This is an optimization exercise on Yosys and OpenROAD, whose aim is small area and a short achievable clock period, not a production implementation.
The RTL was checked by simulation tests, not by an equivalence proof against the original design.
Power is estimated from default activity; no workload was simulated.

==> inputs of lagoon <==
==> flow/design.v <==
package instruction_queue_pkg;
  localparam int QUEUE_DEPTH  = 32;
  localparam int WINDOW_BYTES = 16;
  localparam int FILL_BYTES   = 4;
  localparam int PTR_W  = 5;
  localparam int CNT_W  = 6;
  localparam int LEN_W  = 5;
  localparam int FCNT_W = 3;
  localparam int PERF_W = 16;
endpackage
import instruction_queue_pkg::*;
module instruction_queue_window
(
  input  logic [QUEUE_DEPTH*8-1:0]  buffer,
  input  logic [7:0]                head_hi,    
  input  logic [7:0]                head_hi2,   
  input  logic [3:0]                head_lo,    
  input  logic [WINDOW_BYTES-1:0]   valid,      
  output logic [WINDOW_BYTES*8-1:0] window
);
  localparam int NS = WINDOW_BYTES + 3;
  logic [NS*8-1:0] s;
  always_comb begin
    s = '0;
    for (int m = 0; m < NS; m++)
      for (int a = 0; a < 8; a++)
        s[8*m +: 8] = s[8*m +: 8]
                    | ({8{m < NS / 2 ? head_hi[a] : head_hi2[a]}}
                       & buffer[8*((m + 4*a) % QUEUE_DEPTH) +: 8]);
    window = '0;
    for (int i = 0; i < WINDOW_BYTES; i++)
      for (int j = 0; j < 4; j++)
        window[8*(WINDOW_BYTES-1-i) +: 8] = window[8*(WINDOW_BYTES-1-i) +: 8]
                                          | ({8{head_lo[j] & valid[i]}} & s[8*(i+j) +: 8]);
  end
endmodule
module instruction_queue_add
#(parameter int W = 6)
(
  input  logic [W-1:0] a,
  input  logic [W-1:0] b,
  input  logic         ci,
  output logic [W-1:0] s,
  output logic         co
);
  logic [W:0]   c;
  logic [W-1:0] x;
  logic [W-1:0] g, t;
  always_comb begin
    for (int i = 0; i < W; i++) begin
      x[i] = a[i] ? ~b[i] : b[i];
      g[i] = a[i] & b[i];
      t[i] = a[i] | b[i];
    end
    for (int d = 1; d < W; d = d * 2)
      for (int i = W - 1; i >= d; i--) begin
        g[i] = g[i] | (t[i] & g[i-d]);
        t[i] = t[i] & t[i-d];
      end
    c[0] = ci;
    for (int i = 0; i < W; i++)
      c[i+1] = g[i] | (t[i] & ci);
    for (int i = 0; i < W; i++)
      s[i] = c[i] ? ~x[i] : x[i];
  end
  assign co = c[W];
endmodule
module instruction_queue_ge
#(parameter int W = 6, parameter int C = 0)
(
  input  logic [W-1:0] x,
  output logic         ge
);
  localparam logic [W-1:0] CV = W'(C);
  logic [W:0] t;
  always_comb begin
    t[0] = 1'b1;
    for (int b = 0; b < W; b++)
      t[b+1] = CV[b] ? (x[b] & t[b]) : (x[b] | t[b]);
  end
  assign ge = t[W];
endmodule
import instruction_queue_pkg::*;
module instruction_queue
(
  input  logic                clock,
  input  logic                reset,
  input  logic                flush,
  input  logic                fill_valid,
  output logic                fill_ready,
  input  logic [31:0]         fill_data,
  input  logic [FCNT_W-1:0]   fill_count,
  output logic [WINDOW_BYTES*8-1:0] instruction,
  output logic [CNT_W-1:0]    bytes_available,
  input  logic                consume_valid,
  input  logic [LEN_W-1:0]    consume_length,
  output logic                consume_error
);
  logic [QUEUE_DEPTH*8-1:0] mem_q;
  logic [PTR_W-1:0]  head_q;
  logic [7:0]        hhi_q;        
  logic [7:0]        hhi2_q;       
  logic [3:0]        hlo_q;        
  logic [CNT_W-1:0]  count_q;
  logic [QUEUE_DEPTH-1:0] vld_q;   
  logic              ready_q;
  logic              cerr_q;
  logic              fill_ok;
  logic              cons_ok;
  logic [3:0]        fc_ge;        
  logic [4:1]        fc_dec;       
  logic [3:0]        fmask;        
  logic [PTR_W-1:0]  tail_q;       
  logic [QUEUE_DEPTH-1:0] tail_dec;
  logic [3:0]        trot;         
  logic [31:0]       fill_rot;
  logic [QUEUE_DEPTH-1:0] we;
  always_comb begin
    case (fill_count)
      3'd1:    begin fc_dec = 4'b0001; fc_ge = 4'b0001; end
      3'd2:    begin fc_dec = 4'b0010; fc_ge = 4'b0011; end
      3'd3:    begin fc_dec = 4'b0100; fc_ge = 4'b0111; end
      3'd4:    begin fc_dec = 4'b1000; fc_ge = 4'b1111; end
      default: begin fc_dec = 4'b0000; fc_ge = 4'b0000; end
    endcase
  end
  assign fill_ok = fill_valid & ready_q & fc_ge[0];
  assign fmask   = {4{fill_valid & ready_q}} & fc_ge;
  logic [31:0] len_ok;             
  logic [3:0]  grp_ok;
  logic [7:0]  lo_dec;
  logic [3:0]  hi_dec;
  assign len_ok = {vld_q[30:0], 1'b0};
  always_comb begin
    for (int j = 0; j < 8; j++)
      lo_dec[j] = consume_length[2:0] == 3'(j);
    for (int g = 0; g < 4; g++)
      hi_dec[g] = consume_length[4:3] == 2'(g);
    for (int g = 0; g < 4; g++)
      grp_ok[g] = |(lo_dec & len_ok[8*g +: 8]);
  end
  assign cons_ok = consume_valid & (|(hi_dec & grp_ok));
  always_comb begin
    for (int k = 0; k < QUEUE_DEPTH; k++)
      tail_dec[k] = tail_q == PTR_W'(k);
    for (int c = 0; c < 4; c++)
      trot[c] = tail_q[1:0] == 2'(c);
    fill_rot = '0;
    for (int r = 0; r < 4; r++)
      for (int c = 0; c < 4; c++)
        fill_rot[8*r +: 8] = fill_rot[8*r +: 8]
                           | ({8{trot[c]}} & fill_data[8*((r - c) & 3) +: 8]);
    for (int k = 0; k < QUEUE_DEPTH; k++) begin
      we[k] = 1'b0;
      for (int j = 0; j < 4; j++)
        we[k] = we[k] | (tail_dec[(k - j) & (QUEUE_DEPTH - 1)] & fmask[j]);
    end
  end
  always_ff @(posedge clock)
    for (int k = 0; k < QUEUE_DEPTH; k++)
      if (we[k]) mem_q[8*k +: 8] <= fill_rot[8*(k%4) +: 8];
  logic [PTR_W-1:0]  head_sum;
  logic              unused_hco;
  logic [PTR_W-1:0]  head_d;
  logic [7:0]        hhi_d;
  logic [3:0]        hlo_d;
  instruction_queue_add #(.W(PTR_W)) u_head (
    .a (head_q), .b (consume_length), .ci (1'b0), .s (head_sum), .co (unused_hco)
  );
  always_comb begin
    for (int a = 0; a < 8; a++)
      hhi_d[a] = head_sum[4:2] == 3'(a);
    for (int c = 0; c < 4; c++)
      hlo_d[c] = head_sum[1:0] == 2'(c);
  end
  logic [PTR_W-1:0] tail_plus [5];
  logic [PTR_W-1:0] tail_d;
  always_comb begin
    tail_d = '0;
    for (int f = 0; f <= 4; f++) begin
      tail_plus[f] = tail_q + PTR_W'(f);
      tail_d = tail_d | ({PTR_W{fadd_dec[f]}} & tail_plus[f]);
    end
  end
  logic [7:0]        hhi2_d;
  assign head_d = cons_ok ? head_sum : head_q;
  always_comb
    for (int a = 0; a < 8; a++)
      hhi2_d[a] = head_d[4:2] == 3'(a);
  logic [4:0]        fadd_dec;     
  logic [CNT_W-1:0]  cnt_plus [5];
  logic [CNT_W-1:0]  cnt_fill, cnt_both, count_d;
  logic              unused_cco;
  logic [3:0]        plus_ge [5];  
  logic [3:0]        fill_ge;
  logic [2:0]        len_le;       
  logic              ready_d;
  logic [QUEUE_DEPTH-1:0] vld_d;
  assign fadd_dec[0] = ~fill_ok;
  always_comb
    for (int f = 1; f <= 4; f++)
      fadd_dec[f] = fill_valid & ready_q & fc_dec[f];
  always_comb begin
    for (int f = 0; f <= 4; f++) begin
      cnt_plus[f] = count_q + CNT_W'(f);
      for (int m = 0; m < 4; m++)
        plus_ge[f][m] = (29 + m - f >= 32) ? count_q[5] : vld_q[28 + m - f];
    end
    cnt_fill = '0;
    fill_ge  = '0;
    for (int f = 0; f <= 4; f++) begin
      cnt_fill = cnt_fill | ({CNT_W{fadd_dec[f]}} & cnt_plus[f]);
      fill_ge  = fill_ge  | ({4{fadd_dec[f]}} & plus_ge[f]);
    end
  end
  instruction_queue_add #(.W(CNT_W)) u_less (
    .a (cnt_fill), .b (~{1'b0, consume_length}), .ci (1'b1),
    .s (cnt_both), .co (unused_cco)
  );
  assign count_d = cons_ok ? cnt_both : cnt_fill;
  for (genvar k = 0; k < QUEUE_DEPTH; k++) begin : g_vld
    instruction_queue_ge #(.W(CNT_W), .C(k + 1)) u_ge (.x (count_d), .ge (vld_d[k]));
  end
  assign len_le[0] = consume_length == 5'd1;
  assign len_le[1] = consume_length <= 5'd2;
  assign len_le[2] = consume_length <= 5'd3;
  assign ready_d = cons_ok ? ~((fill_ge[1] & len_le[0]) | (fill_ge[2] & len_le[1])
                               | (fill_ge[3] & len_le[2]))
                           : ~fill_ge[0];
  always_ff @(posedge clock) begin
    if (reset | flush) begin
      head_q  <= '0;
      hhi_q   <= 8'b0000_0001;
      hhi2_q  <= 8'b0000_0001;
      tail_q  <= '0;
      hlo_q   <= 4'b0001;
      count_q <= '0;
      vld_q   <= '0;
      ready_q <= 1'b1;
      cerr_q  <= 1'b0;
    end else begin
      if (cons_ok) begin
        head_q <= head_sum;
        hhi_q  <= hhi_d;
        hlo_q  <= hlo_d;
      end
      hhi2_q  <= hhi2_d;
      tail_q  <= tail_d;
      count_q <= count_d;
      vld_q   <= vld_d;
      ready_q <= ready_d;
      cerr_q  <= consume_valid & ~cons_ok;
    end
  end
  instruction_queue_window u_window (
    .buffer  (mem_q),
    .head_hi (hhi_q),
    .head_hi2(hhi2_q),
    .head_lo (hlo_q),
    .valid   (vld_q[WINDOW_BYTES-1:0]),
    .window  (instruction)
  );
  assign fill_ready      = ready_q;
  assign bytes_available = count_q;
  assign consume_error   = cerr_q;
endmodule
==> flow/flow/run.sh <==
#!/bin/bash
# The standard layout (the standard.sh, standard synthesis unchanged),
# with one change: the input and output port buffers are buf_4 cells
# instead of the cell buffer_ports picks on its own.
set -euo pipefail
export BUFFER_PORTS_ARGS="-buffer_cell sky130_fd_sc_hd__buf_4"
bash standard.sh synth > log_synth.txt 2>&1
bash standard.sh finish > log_layout.txt 2>&1
test -f out/final.def
==> flow/standard.sh <==
#!/bin/bash
# synth_recipe.tcl (not shown) runs the flow's synth.tcl, then flattens the netlist and writes it again
# the make line also repeats each setting of config.mk as NAME=value (left out here)
make -C /OpenROAD-flow-scripts/flow DESIGN_CONFIG=/design/flow/config.mk WORK_HOME=/design/flow/orfs CLKGATE_MAP_FILE= SYNTH_SCRIPT=/design/flow/synth_recipe.tcl "${@:-finish}"
==> flow/config.mk <==
export PLATFORM = sky130hd
export DESIGN_NAME = instruction_queue
export DESIGN_NICKNAME = instruction_queue
export VERILOG_FILES = /design/flow/design.v
export SDC_FILE = /design/flow/constraint.sdc
export NUM_CORES = 4
export LEC_CHECK = 0
export CAP_MARGIN = 20
export CORE_MARGIN = 2
export CORE_UTILIZATION = 50
export SETUP_SLACK_MARGIN = 2.45
export SLEW_MARGIN = 20
export TNS_END_PERCENT = 0
==> flow/constraint.sdc <==
create_clock -name core_clock -period 6.0 [get_ports {clock}]
set_input_delay 1.2000 -clock core_clock [delete_from_list [all_inputs] [get_ports {clock}]]
set_output_delay 1.2000 -clock core_clock [all_outputs]
set_load 0.01 [all_outputs]
==> inputs of pepper, as changes to lagoon <==
- CORE_UTILIZATION: 50 -> 60
==> inputs of ember, as changes to lagoon <==
==> flow/design.v, changed modules only <==
module instruction_queue_window
(
  input  logic [QUEUE_DEPTH*8-1:0]  buffer,
  input  logic [7:0]                head_hi,    
  input  logic [3:0]                head_lo,    
  input  logic [WINDOW_BYTES-1:0]   valid,      
  output logic [WINDOW_BYTES*8-1:0] window
);
  localparam int NS = WINDOW_BYTES + 3;
  logic [NS*8-1:0] s;
  always_comb begin
    s = '0;
    for (int m = 0; m < NS; m++)
      for (int a = 0; a < 8; a++)
        s[8*m +: 8] = s[8*m +: 8]
                    | ({8{head_hi[a]}} & buffer[8*((m + 4*a) % QUEUE_DEPTH) +: 8]);
    window = '0;
    for (int i = 0; i < WINDOW_BYTES; i++)
      for (int j = 0; j < 4; j++)
        window[8*(WINDOW_BYTES-1-i) +: 8] = window[8*(WINDOW_BYTES-1-i) +: 8]
                                          | ({8{head_lo[j] & valid[i]}} & s[8*(i+j) +: 8]);
  end
endmodule
module instruction_queue
(
  input  logic                clock,
  input  logic                reset,
  input  logic                flush,
  input  logic                fill_valid,
  output logic                fill_ready,
  input  logic [31:0]         fill_data,
  input  logic [FCNT_W-1:0]   fill_count,
  output logic [WINDOW_BYTES*8-1:0] instruction,
  output logic [CNT_W-1:0]    bytes_available,
  input  logic                consume_valid,
  input  logic [LEN_W-1:0]    consume_length,
  output logic                consume_error
);
  logic [QUEUE_DEPTH*8-1:0] mem_q;
  logic [PTR_W-1:0]  head_q;
  logic [7:0]        hhi_q;        
  logic [3:0]        hlo_q;        
  logic [CNT_W-1:0]  count_q;
  logic [QUEUE_DEPTH-1:0] vld_q;   
  logic              ready_q;
  logic              cerr_q;
  logic              fill_ok;
  logic              cons_ok;
  logic [3:0]        fc_ge;        
  logic [4:1]        fc_dec;       
  logic [3:0]        fmask;        
  logic [PTR_W-1:0]  tail;
  logic              unused_tco;
  logic [QUEUE_DEPTH-1:0] tail_dec;
  logic [3:0]        trot;         
  logic [31:0]       fill_rot;
  logic [QUEUE_DEPTH-1:0] we;
  always_comb begin
    case (fill_count)
      3'd1:    begin fc_dec = 4'b0001; fc_ge = 4'b0001; end
      3'd2:    begin fc_dec = 4'b0010; fc_ge = 4'b0011; end
      3'd3:    begin fc_dec = 4'b0100; fc_ge = 4'b0111; end
      3'd4:    begin fc_dec = 4'b1000; fc_ge = 4'b1111; end
      default: begin fc_dec = 4'b0000; fc_ge = 4'b0000; end
    endcase
  end
  assign fill_ok = fill_valid & ready_q & fc_ge[0];
  assign fmask   = {4{fill_valid & ready_q}} & fc_ge;
  logic [31:0] len_ok;             
  logic [3:0]  grp_ok;
  logic [7:0]  lo_dec;
  logic [3:0]  hi_dec;
  assign len_ok = {vld_q[30:0], 1'b0};
  always_comb begin
    for (int j = 0; j < 8; j++)
      lo_dec[j] = consume_length[2:0] == 3'(j);
    for (int g = 0; g < 4; g++)
      hi_dec[g] = consume_length[4:3] == 2'(g);
    for (int g = 0; g < 4; g++)
      grp_ok[g] = |(lo_dec & len_ok[8*g +: 8]);
  end
  assign cons_ok = consume_valid & (|(hi_dec & grp_ok));
  instruction_queue_add #(.W(PTR_W)) u_tail (
    .a (head_q), .b (count_q[PTR_W-1:0]), .ci (1'b0), .s (tail), .co (unused_tco)
  );
  always_comb begin
    for (int k = 0; k < QUEUE_DEPTH; k++)
      tail_dec[k] = tail == PTR_W'(k);
    for (int c = 0; c < 4; c++)
      trot[c] = tail[1:0] == 2'(c);
    fill_rot = '0;
    for (int r = 0; r < 4; r++)
      for (int c = 0; c < 4; c++)
        fill_rot[8*r +: 8] = fill_rot[8*r +: 8]
                           | ({8{trot[c]}} & fill_data[8*((r - c) & 3) +: 8]);
    for (int k = 0; k < QUEUE_DEPTH; k++) begin
      we[k] = 1'b0;
      for (int j = 0; j < 4; j++)
        we[k] = we[k] | (tail_dec[(k - j) & (QUEUE_DEPTH - 1)] & fmask[j]);
    end
  end
  always_ff @(posedge clock)
    for (int k = 0; k < QUEUE_DEPTH; k++)
      if (we[k]) mem_q[8*k +: 8] <= fill_rot[8*(k%4) +: 8];
  logic [PTR_W-1:0]  head_sum;
  logic              unused_hco;
  logic [PTR_W-1:0]  head_d;
  logic [7:0]        hhi_d;
  logic [3:0]        hlo_d;
  instruction_queue_add #(.W(PTR_W)) u_head (
    .a (head_q), .b (consume_length), .ci (1'b0), .s (head_sum), .co (unused_hco)
  );
  always_comb begin
    for (int a = 0; a < 8; a++)
      hhi_d[a] = head_sum[4:2] == 3'(a);
    for (int c = 0; c < 4; c++)
      hlo_d[c] = head_sum[1:0] == 2'(c);
  end
  logic [4:0]        fadd_dec;     
  logic [CNT_W-1:0]  cnt_plus [5];
  logic [CNT_W-1:0]  cnt_fill, cnt_both, count_d;
  logic              unused_cco;
  logic [3:0]        plus_ge [5];  
  logic [3:0]        fill_ge;
  logic [2:0]        len_le;       
  logic              ready_d;
  logic [QUEUE_DEPTH-1:0] vld_d;
  assign fadd_dec[0] = ~fill_ok;
  always_comb
    for (int f = 1; f <= 4; f++)
      fadd_dec[f] = fill_valid & ready_q & fc_dec[f];
  always_comb begin
    for (int f = 0; f <= 4; f++) begin
      cnt_plus[f] = count_q + CNT_W'(f);
      for (int m = 0; m < 4; m++)
        plus_ge[f][m] = (29 + m - f >= 32) ? count_q[5] : vld_q[28 + m - f];
    end
    cnt_fill = '0;
    fill_ge  = '0;
    for (int f = 0; f <= 4; f++) begin
      cnt_fill = cnt_fill | ({CNT_W{fadd_dec[f]}} & cnt_plus[f]);
      fill_ge  = fill_ge  | ({4{fadd_dec[f]}} & plus_ge[f]);
    end
  end
  instruction_queue_add #(.W(CNT_W)) u_less (
    .a (cnt_fill), .b (~{1'b0, consume_length}), .ci (1'b1),
    .s (cnt_both), .co (unused_cco)
  );
  assign count_d = cons_ok ? cnt_both : cnt_fill;
  for (genvar k = 0; k < QUEUE_DEPTH; k++) begin : g_vld
    instruction_queue_ge #(.W(CNT_W), .C(k + 1)) u_ge (.x (count_d), .ge (vld_d[k]));
  end
  assign len_le[0] = consume_length == 5'd1;
  assign len_le[1] = consume_length <= 5'd2;
  assign len_le[2] = consume_length <= 5'd3;
  assign ready_d = cons_ok ? ~((fill_ge[1] & len_le[0]) | (fill_ge[2] & len_le[1])
                               | (fill_ge[3] & len_le[2]))
                           : ~fill_ge[0];
  always_ff @(posedge clock) begin
    if (reset | flush) begin
      head_q  <= '0;
      hhi_q   <= 8'b0000_0001;
      hlo_q   <= 4'b0001;
      count_q <= '0;
      vld_q   <= '0;
      ready_q <= 1'b1;
      cerr_q  <= 1'b0;
    end else begin
      if (cons_ok) begin
        head_q <= head_sum;
        hhi_q  <= hhi_d;
        hlo_q  <= hlo_d;
      end
      count_q <= count_d;
      vld_q   <= vld_d;
      ready_q <= ready_d;
      cerr_q  <= consume_valid & ~cons_ok;
    end
  end
  instruction_queue_window u_window (
    .buffer  (mem_q),
    .head_hi (hhi_q),
    .head_lo (hlo_q),
    .valid   (vld_q[WINDOW_BYTES-1:0]),
    .window  (instruction)
  );
  assign fill_ready      = ready_q;
  assign bytes_available = count_q;
  assign consume_error   = cerr_q;
endmodule
- CORE_UTILIZATION: 50 -> 40
- SETUP_SLACK_MARGIN: 2.45 -> 3.5
==> summary of the runs <==
ember produced a clean layout. lagoon completed with no timing, DRC or antenna violations. pepper finished with timing, DRC and antenna clean. In ember the clock skew is lower than in lagoon, by 2.4 ps. Of lagoon and ember, lagoon has the higher sequential power (gap about 2%, measured against ember). The highest utilization belongs to pepper, the lowest to ember. Routed wire length, lowest first: pepper, lagoon, ember. Against ember, the synthesized cell count of pepper is higher by about 8%. Non-clock buffer count, lowest first: pepper, lagoon, ember.

static timing again, ports no longer ideal:
Ports are ideal in the flow. The routed layouts listed here were re-timed in OpenROAD.
Step 1 sets driving cells, clkbuf_16 on the clock port and buf_2 on the other inputs (assumed; they add their load-dependent delay and slew).
Step 2 moves the port delays by t, midway between the first and last clock arrival at a register: inputs arrive t later, outputs are due t later. That takes back most of the time a late clock gives input paths.
Three values: ideal ports, drivers, drivers and shift; two values: the first two.
run	shift t [ns]	setup slack, ns	clock arrival spread, ns	slew at the worst register clock pin (ns)	pins driven straight from the clock port
lagoon	0.611	2.237 / 2.175 / 1.919	0.028 / 0.029	0.06 / 0.06	1
pepper	0.596	2.243 / 2.183 / 1.784	0.026 / 0.026	0.07 / 0.07	1
ember	0.629	2.377 / 2.309 / 1.951	0.026 / 0.025	0.07 / 0.07	1
After both steps every run listed still meets setup and hold. The setup slack of pepper, which loses most, moves by -0.060 ns with the drivers and by -0.459 ns with both steps.
